Context: an optimization exercise on an open-source flow, tuned for small area, a short achievable clock period and few clock cycles per item. The choices shown serve that exercise and are no tape-out recipe. The RTL was checked by simulation tests, not by an equivalence proof against the original design. No activity file was given, so power comes from the tool's default toggle rates.

--- config.mk ---
export PLATFORM = sky130hd
export DESIGN_NAME = sql_lexer_token_classifier_core
export DESIGN_NICKNAME = sql_lexer_token_classifier_core
export VERILOG_FILES = /design/flow/design.v
export SDC_FILE = /design/flow/constraint.sdc
export NUM_CORES = 4
export LEC_CHECK = 0
export CAP_MARGIN = 20
export CORE_MARGIN = 2
export CORE_UTILIZATION = 40
export SLEW_MARGIN = 20
--- constraint.sdc ---
create_clock -name core_clock -period 8.5 [get_ports {clk}]
set_input_delay 1.7000 -clock core_clock [delete_from_list [all_inputs] [get_ports {clk}]]
set_output_delay 1.7000 -clock core_clock [all_outputs]
set_load 0.01 [all_outputs]
--- design.v ---
`timescale 1ns / 1ps
package sqllex_pkg;
  localparam int MAX_TEXT_DEF          = 65536;
  localparam int MAX_KEYWORD_CHARS_DEF = 14;
  localparam int KW_ROM_CHARS = 32;
  localparam int KW_NUM       = 98;
  typedef logic [8*KW_ROM_CHARS-1:0] kw_word_t;
  localparam logic [KW_NUM*8*KW_ROM_CHARS-1:0] KW_ROM = {
    kw_word_t'("DEFAULT"), kw_word_t'("FALSE"), kw_word_t'("TRUE"), kw_word_t'("PLS_INTEGER"),
    kw_word_t'("BINARY_INTEGER"), kw_word_t'("INDEX"), kw_word_t'("OF"), kw_word_t'("TABLE"),
    kw_word_t'("RECORD"), kw_word_t'("ROWTYPE"), kw_word_t'("TYPE"), kw_word_t'("TIMESTAMP"),
    kw_word_t'("INTEGER"), kw_word_t'("BLOB"), kw_word_t'("CLOB"), kw_word_t'("CHAR"),
    kw_word_t'("BOOLEAN"), kw_word_t'("DATE"), kw_word_t'("NUMBER"), kw_word_t'("VARCHAR2"),
    kw_word_t'("ROWID"), kw_word_t'("ROWNUM"), kw_word_t'("SYSDATE"), kw_word_t'("LTRIM"),
    kw_word_t'("RTRIM"), kw_word_t'("TRIM"), kw_word_t'("LOWER"), kw_word_t'("UPPER"),
    kw_word_t'("TO_NUMBER"), kw_word_t'("TO_DATE"), kw_word_t'("TO_CHAR"), kw_word_t'("INSTR"),
    kw_word_t'("SUBSTR"), kw_word_t'("DECODE"), kw_word_t'("NVL"), kw_word_t'("MAX"),
    kw_word_t'("MIN"), kw_word_t'("AVG"), kw_word_t'("SUM"), kw_word_t'("COUNT"),
    kw_word_t'("EXISTS"), kw_word_t'("BETWEEN"), kw_word_t'("LIKE"), kw_word_t'("NULL"),
    kw_word_t'("CLOSE"), kw_word_t'("FETCH"), kw_word_t'("OPEN"), kw_word_t'("RAISE"),
    kw_word_t'("EXCEPTION"), kw_word_t'("CASE"), kw_word_t'("WHEN"), kw_word_t'("EXIT"),
    kw_word_t'("WHILE"), kw_word_t'("FOR"), kw_word_t'("LOOP"), kw_word_t'("ELSIF"),
    kw_word_t'("ELSE"), kw_word_t'("THEN"), kw_word_t'("IF"), kw_word_t'("RETURN"),
    kw_word_t'("DECLARE"), kw_word_t'("END"), kw_word_t'("BEGIN"), kw_word_t'("FUNCTION"),
    kw_word_t'("PROCEDURE"), kw_word_t'("CURSOR"), kw_word_t'("DISTINCT"), kw_word_t'("MINUS"),
    kw_word_t'("INTERSECT"), kw_word_t'("ALL"), kw_word_t'("UNION"), kw_word_t'("HAVING"),
    kw_word_t'("ORDER"), kw_word_t'("BY"), kw_word_t'("GROUP"), kw_word_t'("ON"),
    kw_word_t'("CROSS"), kw_word_t'("FULL"), kw_word_t'("OUTER"), kw_word_t'("INNER"),
    kw_word_t'("RIGHT"), kw_word_t'("LEFT"), kw_word_t'("JOIN"), kw_word_t'("DELETE"),
    kw_word_t'("SET"), kw_word_t'("UPDATE"), kw_word_t'("VALUES"), kw_word_t'("INTO"),
    kw_word_t'("INSERT"), kw_word_t'("AS"), kw_word_t'("IS"), kw_word_t'("IN"),
    kw_word_t'("NOT"), kw_word_t'("OR"), kw_word_t'("AND"), kw_word_t'("WHERE"),
    kw_word_t'("FROM"), kw_word_t'("SELECT")
  };
  typedef enum logic [1:0] {
    CLS_COMMENT = 2'd0,
    CLS_STRING  = 2'd1,
    CLS_KEYWORD = 2'd2,
    CLS_NUMBER  = 2'd3
  } tok_cls_t;
  typedef struct packed {
    logic [1:0]  cls;
    logic [15:0] start;
    logic [16:0] stop;
    logic        last;
    logic        ovf;
  } tok_res_t;
endpackage
`timescale 1ns / 1ps
module sqllex_kwmatch #(
  parameter int MAX_KEYWORD_CHARS = sqllex_pkg::MAX_KEYWORD_CHARS_DEF,
  localparam int LW = $clog2(MAX_KEYWORD_CHARS + 2)
) (
  input  logic [8*MAX_KEYWORD_CHARS-1:0] word,
  input  logic [LW-1:0]                  len,
  output logic                           hit
);
  sqllex_pkg::kw_word_t word_ext;
  logic                 any;
  assign word_ext = sqllex_pkg::kw_word_t'(word);
  always_comb begin
    any = 1'b0;
    for (int k = 0; k < sqllex_pkg::KW_NUM; k++) begin
      if (word_ext == sqllex_pkg::KW_ROM[256*k +: 256]) any = 1'b1;
    end
  end
  assign hit = any && (len != '0) && (int'(len) <= MAX_KEYWORD_CHARS);
endmodule
`timescale 1ns / 1ps
module sqllex_ofifo (
  input  logic                 clk,
  input  logic                 rst_n,
  input  logic [1:0]           push_n,
  input  sqllex_pkg::tok_res_t push_a,
  input  sqllex_pkg::tok_res_t push_b,
  input  logic                 pop,
  output logic                 not_empty,
  output logic                 room2,
  output sqllex_pkg::tok_res_t head
);
  logic [36:0] mem [4];   
  logic [1:0] wp_r, rp_r;
  logic [2:0] cnt_r, cnt_nxt;
  logic [1:0] wp1;
  assign wp1       = wp_r + 2'd1;
  assign not_empty = cnt_r != 3'd0;
  assign room2     = cnt_r <= 3'd2;
  assign head      = mem[rp_r];
  assign cnt_nxt   = cnt_r + {1'b0, push_n} - {2'b00, pop};
  always_ff @(posedge clk) begin
    if (push_n != 2'd0) mem[wp_r] <= push_a;
    if (push_n == 2'd2) mem[wp1]  <= push_b;
    if (!rst_n) begin
      wp_r  <= '0;
      rp_r  <= '0;
      cnt_r <= '0;
    end else begin
      wp_r  <= wp_r + push_n;
      if (pop) rp_r <= rp_r + 2'd1;
      cnt_r <= cnt_nxt;
    end
  end
endmodule
`timescale 1ns / 1ps
module sqllex_scan #(
  parameter int MAX_TEXT          = sqllex_pkg::MAX_TEXT_DEF,
  parameter int MAX_KEYWORD_CHARS = sqllex_pkg::MAX_KEYWORD_CHARS_DEF,
  localparam int PW = $clog2(MAX_TEXT + 1),
  localparam int LW = $clog2(MAX_KEYWORD_CHARS + 2),
  localparam int WB = 8 * MAX_KEYWORD_CHARS
) (
  input  logic                 clk,
  input  logic                 rst_n,
  input  logic                 acc,
  input  logic [15:0]          code_unit,
  input  logic                 text_end,
  output logic [1:0]           push_n,
  output sqllex_pkg::tok_res_t push_a,
  output sqllex_pkg::tok_res_t push_b
);
  localparam int LIM_START = (MAX_TEXT - 1 < 65535) ? MAX_TEXT - 1 : 65535;
  localparam int LIM_END   = (MAX_TEXT < 65536) ? MAX_TEXT : 65536;
  typedef enum logic [2:0] {
    M_NORMAL, M_BLOCK, M_LINE, M_STRING, M_WORD, M_NUMBER
  } mode_t;
  typedef enum logic [2:0] {
    H_NONE, H_SLASH, H_DASH, H_STAR, H_QUOTE
  } held_t;
  typedef struct packed {
    logic        v;
    logic        kw;
    logic [1:0]  cls;
    logic [15:0] start;
    logic [16:0] stop;
  } ev_t;
  mode_t          mode_r, mode_nxt;
  held_t          held_r, held_nxt;
  logic [PW-1:0]  pos_r, pos_nxt;
  logic [15:0]    tb_r, tb_nxt;
  logic [LW-1:0]  wl_r, wl_nxt;
  logic [WB-1:0]  ws_r, ws_nxt;
  logic [31:0] p32, p1;
  logic [15:0] begin_pos;
  logic [16:0] end_here, end_after;
  logic        ovf;
  logic [7:0]  c8;
  logic        ascii, is_alpha, is_digit, is_wordc;
  logic        consumed;
  ev_t         ev0, ev1;
  logic [WB-1:0] kw_word;
  logic [LW-1:0] kw_len;
  logic        kw_hit, a_ok, b_ok;
  sqllex_pkg::tok_res_t ra, rb;
  assign p32       = 32'(pos_r);
  assign p1        = p32 + 32'd1;
  assign begin_pos = (p32 < LIM_START) ? p32[15:0] : 16'(LIM_START);
  assign end_here  = (p32 < LIM_END) ? p32[16:0] : 17'(LIM_END);
  assign end_after = (p1 < LIM_END) ? p1[16:0] : 17'(LIM_END);
  assign ovf       = p32 >= MAX_TEXT;
  assign c8       = code_unit[7:0];
  assign ascii    = code_unit[15:8] == 8'd0;
  assign is_alpha = ascii && ((c8 >= 8'h41 && c8 <= 8'h5A) || (c8 >= 8'h61 && c8 <= 8'h7A));
  assign is_digit = ascii && (c8 >= 8'h30 && c8 <= 8'h39);
  assign is_wordc = is_alpha || is_digit ||
                    (ascii && (c8 == 8'h5F || c8 == 8'h24 || c8 == 8'h23));
  always_comb begin
    mode_nxt = mode_r;
    held_nxt = held_r;
    pos_nxt  = pos_r;
    tb_nxt   = tb_r;
    wl_nxt   = wl_r;
    ws_nxt   = ws_r;
    consumed = 1'b0;
    ev0      = '0;
    ev1      = '0;
    case (mode_r)
      M_BLOCK: begin
        if (held_r == H_STAR && code_unit == 16'h002F) begin
          ev0      = {1'b1, 1'b0, sqllex_pkg::CLS_COMMENT, tb_r, end_after};
          mode_nxt = M_NORMAL;
          held_nxt = H_NONE;
        end else begin
          held_nxt = (code_unit == 16'h002A) ? H_STAR : H_NONE;
        end
        consumed = 1'b1;
      end
      M_LINE: begin
        if (code_unit == 16'h000D || code_unit == 16'h000A) begin
          ev0      = {1'b1, 1'b0, sqllex_pkg::CLS_COMMENT, tb_r, end_here};
          mode_nxt = M_NORMAL;
        end else begin
          consumed = 1'b1;
        end
      end
      M_STRING: begin
        if (held_r == H_QUOTE) begin
          held_nxt = H_NONE;
          if (code_unit == 16'h0027) begin
            consumed = 1'b1;
          end else begin
            ev0      = {1'b1, 1'b0, sqllex_pkg::CLS_STRING, tb_r, end_here};
            mode_nxt = M_NORMAL;
          end
        end else begin
          if (code_unit == 16'h0027) held_nxt = H_QUOTE;
          consumed = 1'b1;
        end
      end
      M_WORD: begin
        if (is_wordc) begin
          ws_nxt = {ws_nxt[WB-9:0], (c8 >= 8'h61 && c8 <= 8'h7A) ? c8 - 8'd32 : c8};
          if (int'(wl_nxt) <= MAX_KEYWORD_CHARS) wl_nxt = wl_nxt + LW'(1);
          consumed = 1'b1;
        end else begin
          ev0      = {1'b1, 1'b1, sqllex_pkg::CLS_KEYWORD, tb_r, end_here};
          wl_nxt   = '0;
          mode_nxt = M_NORMAL;
        end
      end
      M_NUMBER: begin
        if (is_digit || code_unit == 16'h002E || code_unit == 16'h0045 ||
            code_unit == 16'h0065) begin
          consumed = 1'b1;
        end else begin
          ev0      = {1'b1, 1'b0, sqllex_pkg::CLS_NUMBER, tb_r, end_here};
          mode_nxt = M_NORMAL;
        end
      end
      default: begin
        mode_nxt = M_NORMAL;
        if (held_r == H_SLASH && code_unit == 16'h002A) begin
          mode_nxt = M_BLOCK;
          consumed = 1'b1;
        end else if (held_r == H_DASH && code_unit == 16'h002D) begin
          mode_nxt = M_LINE;
          consumed = 1'b1;
        end
        held_nxt = H_NONE;
      end
    endcase
    if (!consumed) begin
      if (code_unit == 16'h002F || code_unit == 16'h002D) begin
        held_nxt = (code_unit == 16'h002F) ? H_SLASH : H_DASH;
        tb_nxt   = begin_pos;
      end else if (code_unit == 16'h0027) begin
        mode_nxt = M_STRING;
        tb_nxt   = begin_pos;
      end else if (is_alpha || code_unit == 16'h005F) begin
        mode_nxt = M_WORD;
        tb_nxt   = begin_pos;
        ws_nxt   = {{(WB-8){1'b0}}, (c8 >= 8'h61 && c8 <= 8'h7A) ? c8 - 8'd32 : c8};
        wl_nxt   = LW'(1);
      end else if (is_digit) begin
        mode_nxt = M_NUMBER;
        tb_nxt   = begin_pos;
      end
    end
    if (text_end) begin
      case (mode_nxt)
        M_BLOCK, M_LINE:
          ev1 = {1'b1, 1'b0, sqllex_pkg::CLS_COMMENT, tb_nxt, end_after};
        M_STRING:
          ev1 = {1'b1, 1'b0, sqllex_pkg::CLS_STRING, tb_nxt, end_after};
        M_WORD:
          ev1 = {1'b1, 1'b1, sqllex_pkg::CLS_KEYWORD, tb_nxt, end_after};
        M_NUMBER:
          ev1 = {1'b1, 1'b0, sqllex_pkg::CLS_NUMBER, tb_nxt, end_after};
        default: ev1 = '0;
      endcase
    end
    kw_word = ev0.kw ? ws_r : ws_nxt;
    kw_len  = ev0.kw ? wl_r : wl_nxt;
    if (text_end) begin
      mode_nxt = M_NORMAL;
      held_nxt = H_NONE;
      pos_nxt  = '0;
      tb_nxt   = '0;
      wl_nxt   = '0;
    end else if (p32 < MAX_TEXT) begin
      pos_nxt = p1[PW-1:0];
    end
  end
  sqllex_kwmatch #(.MAX_KEYWORD_CHARS(MAX_KEYWORD_CHARS)) u_kw (
    .word (kw_word),
    .len  (kw_len),
    .hit  (kw_hit)
  );
  assign a_ok = ev0.v && (!ev0.kw || kw_hit);
  assign b_ok = ev1.v && (!ev1.kw || kw_hit);
  assign ra = {ev0.cls, ev0.start, ev0.stop, !b_ok, ovf};
  assign rb = {ev1.cls, ev1.start, ev1.stop, 1'b1, ovf};
  always_comb begin
    push_a = a_ok ? ra : rb;
    push_b = rb;
    if (!acc) push_n = 2'd0;
    else      push_n = {1'b0, a_ok} + {1'b0, b_ok};
  end
  always_ff @(posedge clk) begin
    if (acc) ws_r <= ws_nxt;
    if (!rst_n) begin
      mode_r <= M_NORMAL;
      held_r <= H_NONE;
      pos_r  <= '0;
      tb_r   <= '0;
      wl_r   <= '0;
    end else if (acc) begin
      mode_r <= mode_nxt;
      held_r <= held_nxt;
      pos_r  <= pos_nxt;
      tb_r   <= tb_nxt;
      wl_r   <= wl_nxt;
    end
  end
endmodule
`timescale 1ns / 1ps
module sql_lexer_token_classifier_core #(
  parameter int MAX_TEXT          = sqllex_pkg::MAX_TEXT_DEF,
  parameter int MAX_KEYWORD_CHARS = sqllex_pkg::MAX_KEYWORD_CHARS_DEF
) (
  input  logic        clk,
  input  logic        rst_n,
  input  logic        in_valid,
  output logic        in_stall,
  input  logic [15:0] in_code_unit,
  input  logic        in_text_end,
  output logic        out_valid,
  input  logic        out_stall,
  output logic [1:0]  out_token_class,
  output logic [15:0] out_token_start,
  output logic [16:0] out_token_end,
  output logic        out_run_last,
  output logic        out_offset_overflow
);
  logic                 acc, room2;
  logic [1:0]           push_n;
  sqllex_pkg::tok_res_t push_a, push_b, head;
  assign in_stall = !room2;
  assign acc      = in_valid && room2;
  sqllex_scan #(
    .MAX_TEXT          (MAX_TEXT),
    .MAX_KEYWORD_CHARS (MAX_KEYWORD_CHARS)
  ) u_scan (
    .clk       (clk),
    .rst_n     (rst_n),
    .acc       (acc),
    .code_unit (in_code_unit),
    .text_end  (in_text_end),
    .push_n    (push_n),
    .push_a    (push_a),
    .push_b    (push_b)
  );
  sqllex_ofifo u_ofifo (
    .clk       (clk),
    .rst_n     (rst_n),
    .push_n    (push_n),
    .push_a    (push_a),
    .push_b    (push_b),
    .pop       (out_valid && !out_stall),
    .not_empty (out_valid),
    .room2     (room2),
    .head      (head)
  );
  assign out_token_class     = head.cls;
  assign out_token_start     = head.start;
  assign out_token_end       = head.stop;
  assign out_run_last        = head.last;
  assign out_offset_overflow = head.ovf;
endmodule
--- run.sh ---
#!/bin/bash
# synth_recipe.tcl (not shown) runs the flow's synth.tcl, then flattens the netlist and writes it again
# the make line also repeats each setting of config.mk as NAME=value (left out here)
make -C /OpenROAD-flow-scripts/flow DESIGN_CONFIG=/design/flow/config.mk WORK_HOME=/design/flow/orfs CLKGATE_MAP_FILE= SYNTH_SCRIPT=/design/flow/synth_recipe.tcl finish
==> notes.md <==
==> Yosys cell counts, drive strengths merged, types with 14 or more instances <==
| cell | count | area (um2) |
|---|---|---|
| or3 | 22 | 138 |
| nor3 | 93 | 485 |
| nor4 | 53 | 359 |
| a22o | 67 | 587 |
| o21ai | 92 | 460 |
| nand2 | 299 | 1120 |
| nand3 | 77 | 395 |
| o32ai | 56 | 543 |
| and2 | 38 | 243 |
| a31oi | 22 | 165 |
| nor2b | 37 | 231 |
| nor3b | 14 | 110 |
| o221ai | 18 | 264 |
| nor2 | 155 | 602 |
| or2 | 35 | 219 |
| buf | 84 | 553 |
| a211oi | 15 | 113 |
| or4 | 17 | 143 |
| and3 | 42 | 263 |
| nand2b | 28 | 175 |
| clkbuf | 120 | 452 |
| o311ai | 19 | 166 |
| edfxtp | 256 | 7690 |
| o22ai | 34 | 219 |
| mux4 | 37 | 833 |
| a21oi | 112 | 591 |
| o2bb2ai | 53 | 464 |
| nand4 | 81 | 507 |
| dfxtp | 56 | 1120 |
| mux2i | 21 | 214 |
| inv | 45 | 169 |
| o31ai | 14 | 119 |
==> cells in the final DEF, fill, tap and decap left out, types with 13 or more instances in the layout <==
master | netlist | routed
nand2_1 | 299 | 299
a31oi_1 | 19 | 18
or3_1 | 22 | 22
o311ai_1 | 19 | 19
buf_4 | 11 | 439
xnor2_1 | 13 | 13
nor4_1 | 50 | 45
nand2b_1 | 28 | 28
mux2i_1 | 20 | 19
o22ai_1 | 33 | 33
o21bai_1 | 13 | 13
or2_2 | 33 | 33
a22o_1 | 67 | 67
nor3_1 | 89 | 87
and2_1 | 36 | 36
clkdlybuf4s50_1 | 0 | 59
nor2_1 | 151 | 150
o2bb2ai_1 | 53 | 53
edfxtp_1 | 256 | 256
clkbuf_16 | 0 | 37
inv_1 | 45 | 44
nand3_1 | 75 | 75
dfxtp_1 | 56 | 54
a211oi_1 | 15 | 15
o221ai_2 | 17 | 17
nor3b_1 | 13 | 13
nor2b_1 | 37 | 37
nand4_1 | 81 | 81
a21oi_1 | 106 | 105
and3_1 | 42 | 42
mux4_2 | 37 | 37
o21ai_0 | 83 | 81
buf_12 | 0 | 31
or4_1 | 13 | 13
o32ai_1 | 49 | 49
==> stage by stage <==
step,hold slack [ps],worst slack [ps]
2_1_floorplan,431,42.3
3_3_place_gp,443,-321
3_5_place_dp,461,-404
4_1_cts,477,146
5_1_grt,489,27.4
6_report,475,300
==> routing by layer <==
| metal | wire length (um) | part of all wire | vias to the layer above |
|---|---|---|---|
| met3 | 5790 | 0.066 | 183 |
| met1 | 37100 | 0.42 | 10600 |
| li1 | - | - | 9934 |
| met2 | 41500 | 0.47 | 997 |
| met4 | 3740 | 0.042 | 0 |
| met5 | 0 | 0 | - |
==> sequential cells by signal, indices dropped and copies added (netlist names), named ones only <==
signal and flops:
u_ofifo.cnt_r 3, u_ofifo.mem 148, u_ofifo.rp_r 2, u_ofifo.wp_r 2, u_scan.held_r 3, u_scan.mode_r 3
u_scan.pos_r 17, u_scan.tb_r 16, u_scan.wl_r 4, u_scan.ws_r 112
==> layout make-up <==
class                      instances  area, um2
clock buffer                      46        970
clock inverter                    18        215
fill                            5011      26400
inverter                          45        171
multi-input combinational       1791      12000
sequential                       312       8810
tap                              696        871
timing repair buffer             530       4520
==> cell families (layout without fill, tap and decap cells) <==
logic type                 count (synthesis)  in the layout  synth area share
DFF                                      312            312             0.402
AOI/OAI and AO/OA                        658            658             0.231
adders and majority gates                 13             13           0.00776
muxes                                     64             64            0.0510
xor gates and xnor gates                  17             17           0.00679
and+or+nand+nor                         1039           1039             0.248
buffers and inverters                    249            639            0.0535
==> what timing repair did <==
| item | in CTS | in global routing |
|---|---|---|
| hold endpoints to repair | 0 | 0 |
| setup buffers | 0 | 0 |
| endpoints found under the setup margin | 0 | 229 |
| resized for setup | 0 | 9 |
==> power breakdown <==
part	switching (uW)	internal [uW]	leakage (uW)	total (uW)
clock	647	935	0.000585	1580
combinational	573	514	0.00602	1090
sequential	212	1840	0.00294	2050
==> worst max-delay path by stage <==
stage	start	to	slack (ps)	depth (start not counted)
final	in_code_unit[1]	u_ofifo.cnt_r[2]$_SDFF_PN0_	300	30
after global routing	in_code_unit[1]	u_ofifo.cnt_r[2]$_SDFF_PN0_	30	32
after CTS	in_code_unit[1]	u_ofifo.mem[1][33]$_DFFE_PP_	150	27
after detailed placement	in_code_unit[1]	u_ofifo.mem[1][33]$_DFFE_PP_	-400	27
after global placement	in_code_unit[1]	u_ofifo.cnt_r[2]$_SDFF_PN0_	-320	33
after floorplan	in_code_unit[7]	u_ofifo.mem[2][18]$_DFFE_PP_	40	32
==> worst max-delay path: cells and delay by family <==
family,cells,cell delay (ps)
multiplexers,1,370
AND/OR/NAND/NOR,7,2140
adder cells (fa/ha/maj),4,1030
AO/OA/AOI/OAI,7,1700
XOR/XNOR,2,300
buffers and inverters,9,1400
==> impl_metrics.ini <==
[worst_hold_path]
min_path_cells = 1
hold_start = u_ofifo.mem[3][1]$_SDFFE_PP1P_
hp-class = flop to flop
whs_endpoint = u_ofifo.mem[3][1]$_SDFFE_PP1P_

[finish]
final_cell_area_um2 = 27600
drive_above_1_share = 0.254
diodes = 0
post-route-util = 0.511
layout.nets = 2750
syn_to_final_growth_pct = 25.8
layoutNonFillerInstCount = 3438

[floorplanning]
io_pins = 60
fp.dieH_um = 238
std_cell_rows = 85
start_util = 0.406
die_area_um2 = 56700
core_um2 = 54000
die_w_um = 238

[synthesis]
synth_edf_count = 256
synth-warning-count = 3
async_flop_share = 0
synthesis.area_um2 = 21900
syn_avg_cell_area_um2 = 9.33
ys_ff_latch = 312
syn-num-nets = 2386
ys_types = 111
synthCells = 2352
synth-seq-area-share = 0.402
yosys_most_used_dff = edfxtp_1

[worst_setup_path]
arrival_ps = 8650
rr_endpoint = u_ofifo.cnt_r[2]$_SDFF_PN0_
reg2reg_setup_slack_ps = 1060
slowest_delay_ps = 540
cpMostUsedCell = inv_1
start_kind = primary input
reg2reg_from = u_scan.mode_r[2]$_SDFFE_PN0P_
cp_max_fo = 30
crit_type = primary input to flop
worstRegToRegCells = 32
critPathCaptureType = flop
cpMaxStageDelayCell = or4_1
worstPathRequired_ps = 8950

[global_routing]
grt_pass1_wl_um = 133000
grt_most_used_layer = met2
use_met1 = 0.404
first_global_vias = 21100
grt_util_met3 = 0.0389
antenna_found_initial = 0
grt_overflow = 0
grt_util_all_layers = 0.305
use_met2 = 0.505
grt_max_degree = 87

[place]
place.gp.congestion = 0.979
place_inst = 3374
numPortBuffers = 59
hpwlAfterDp_um = 65400
placed_cell_area_um2 = 26400

[clocking]
htreeDepth = 2
clkTransAtPathRegs_ps = 70
holdBufCountCts = 0
clock_latency_ps = 550
numCtsBuffers = 36
cts_max_path_buffers = 3
clock-root-buffer = clkbuf_16
cts_sinks = 312
cts_tree = done

[power_and_ir_drop]
peakVddDrop_v = 0.000174
p_per_area_nw_per_um2 = 171
power_leakage_uw = 0.00955
power_uw = 4720

[routing]
firstDrtPassIters = 6
drt_wl_total_um = 88100
vias = 21700
drc = 0
drtAntennaViolNets = 0
wire_per_inst_um = 25.6
drt_iter0_drc = 2398
post_drt_via_cell_ratio = 6.32

[sta]
rsz0062_at_grt = false
fmax_ghz = 0.122
hold_viol_final = 0
skew_ps = 17.8
min_period_ps = 8200
drv_slew = 0
tightest_slew_ps = 1110
fin_crit_sh = 0.965
finalSetupViolCount = 0
finalSetupTns_ps = 0
maxSlewHeadroom = 0.263

[flow_run]
cap_violations = 0

[status]
status = complete, no violations
Testbench counts, summed over its fixed seeds: cycles 30,801, chars 30,799.

==> separate check: timing with driven ports <==
In the flow no input, the clock included, has a driving cell. The finished layout below was timed again as built, in two steps. Step 1 sets driving cells, clkbuf_16 on the clock port and buf_2 on the other inputs (assumed; they add their load-dependent delay and slew). Step 2 moves the port delays by t, midway between the first and last clock arrival at a register: inputs arrive t later, outputs are due t later. That takes back most of the time a late clock gives input paths. a / b / c = ideal / step 1 / step 2; a / b = the first two.
shift t [ns]: 0.598
setup slack, ns: 0.300 / 0.331 / -0.267
worst slew at a driven data input, ns: 0.06
With both steps, setup timing fails in this run, where it was met with ideal ports. The setup slack of this run moves by +0.031 ns with the drivers and by -0.567 ns with both steps.
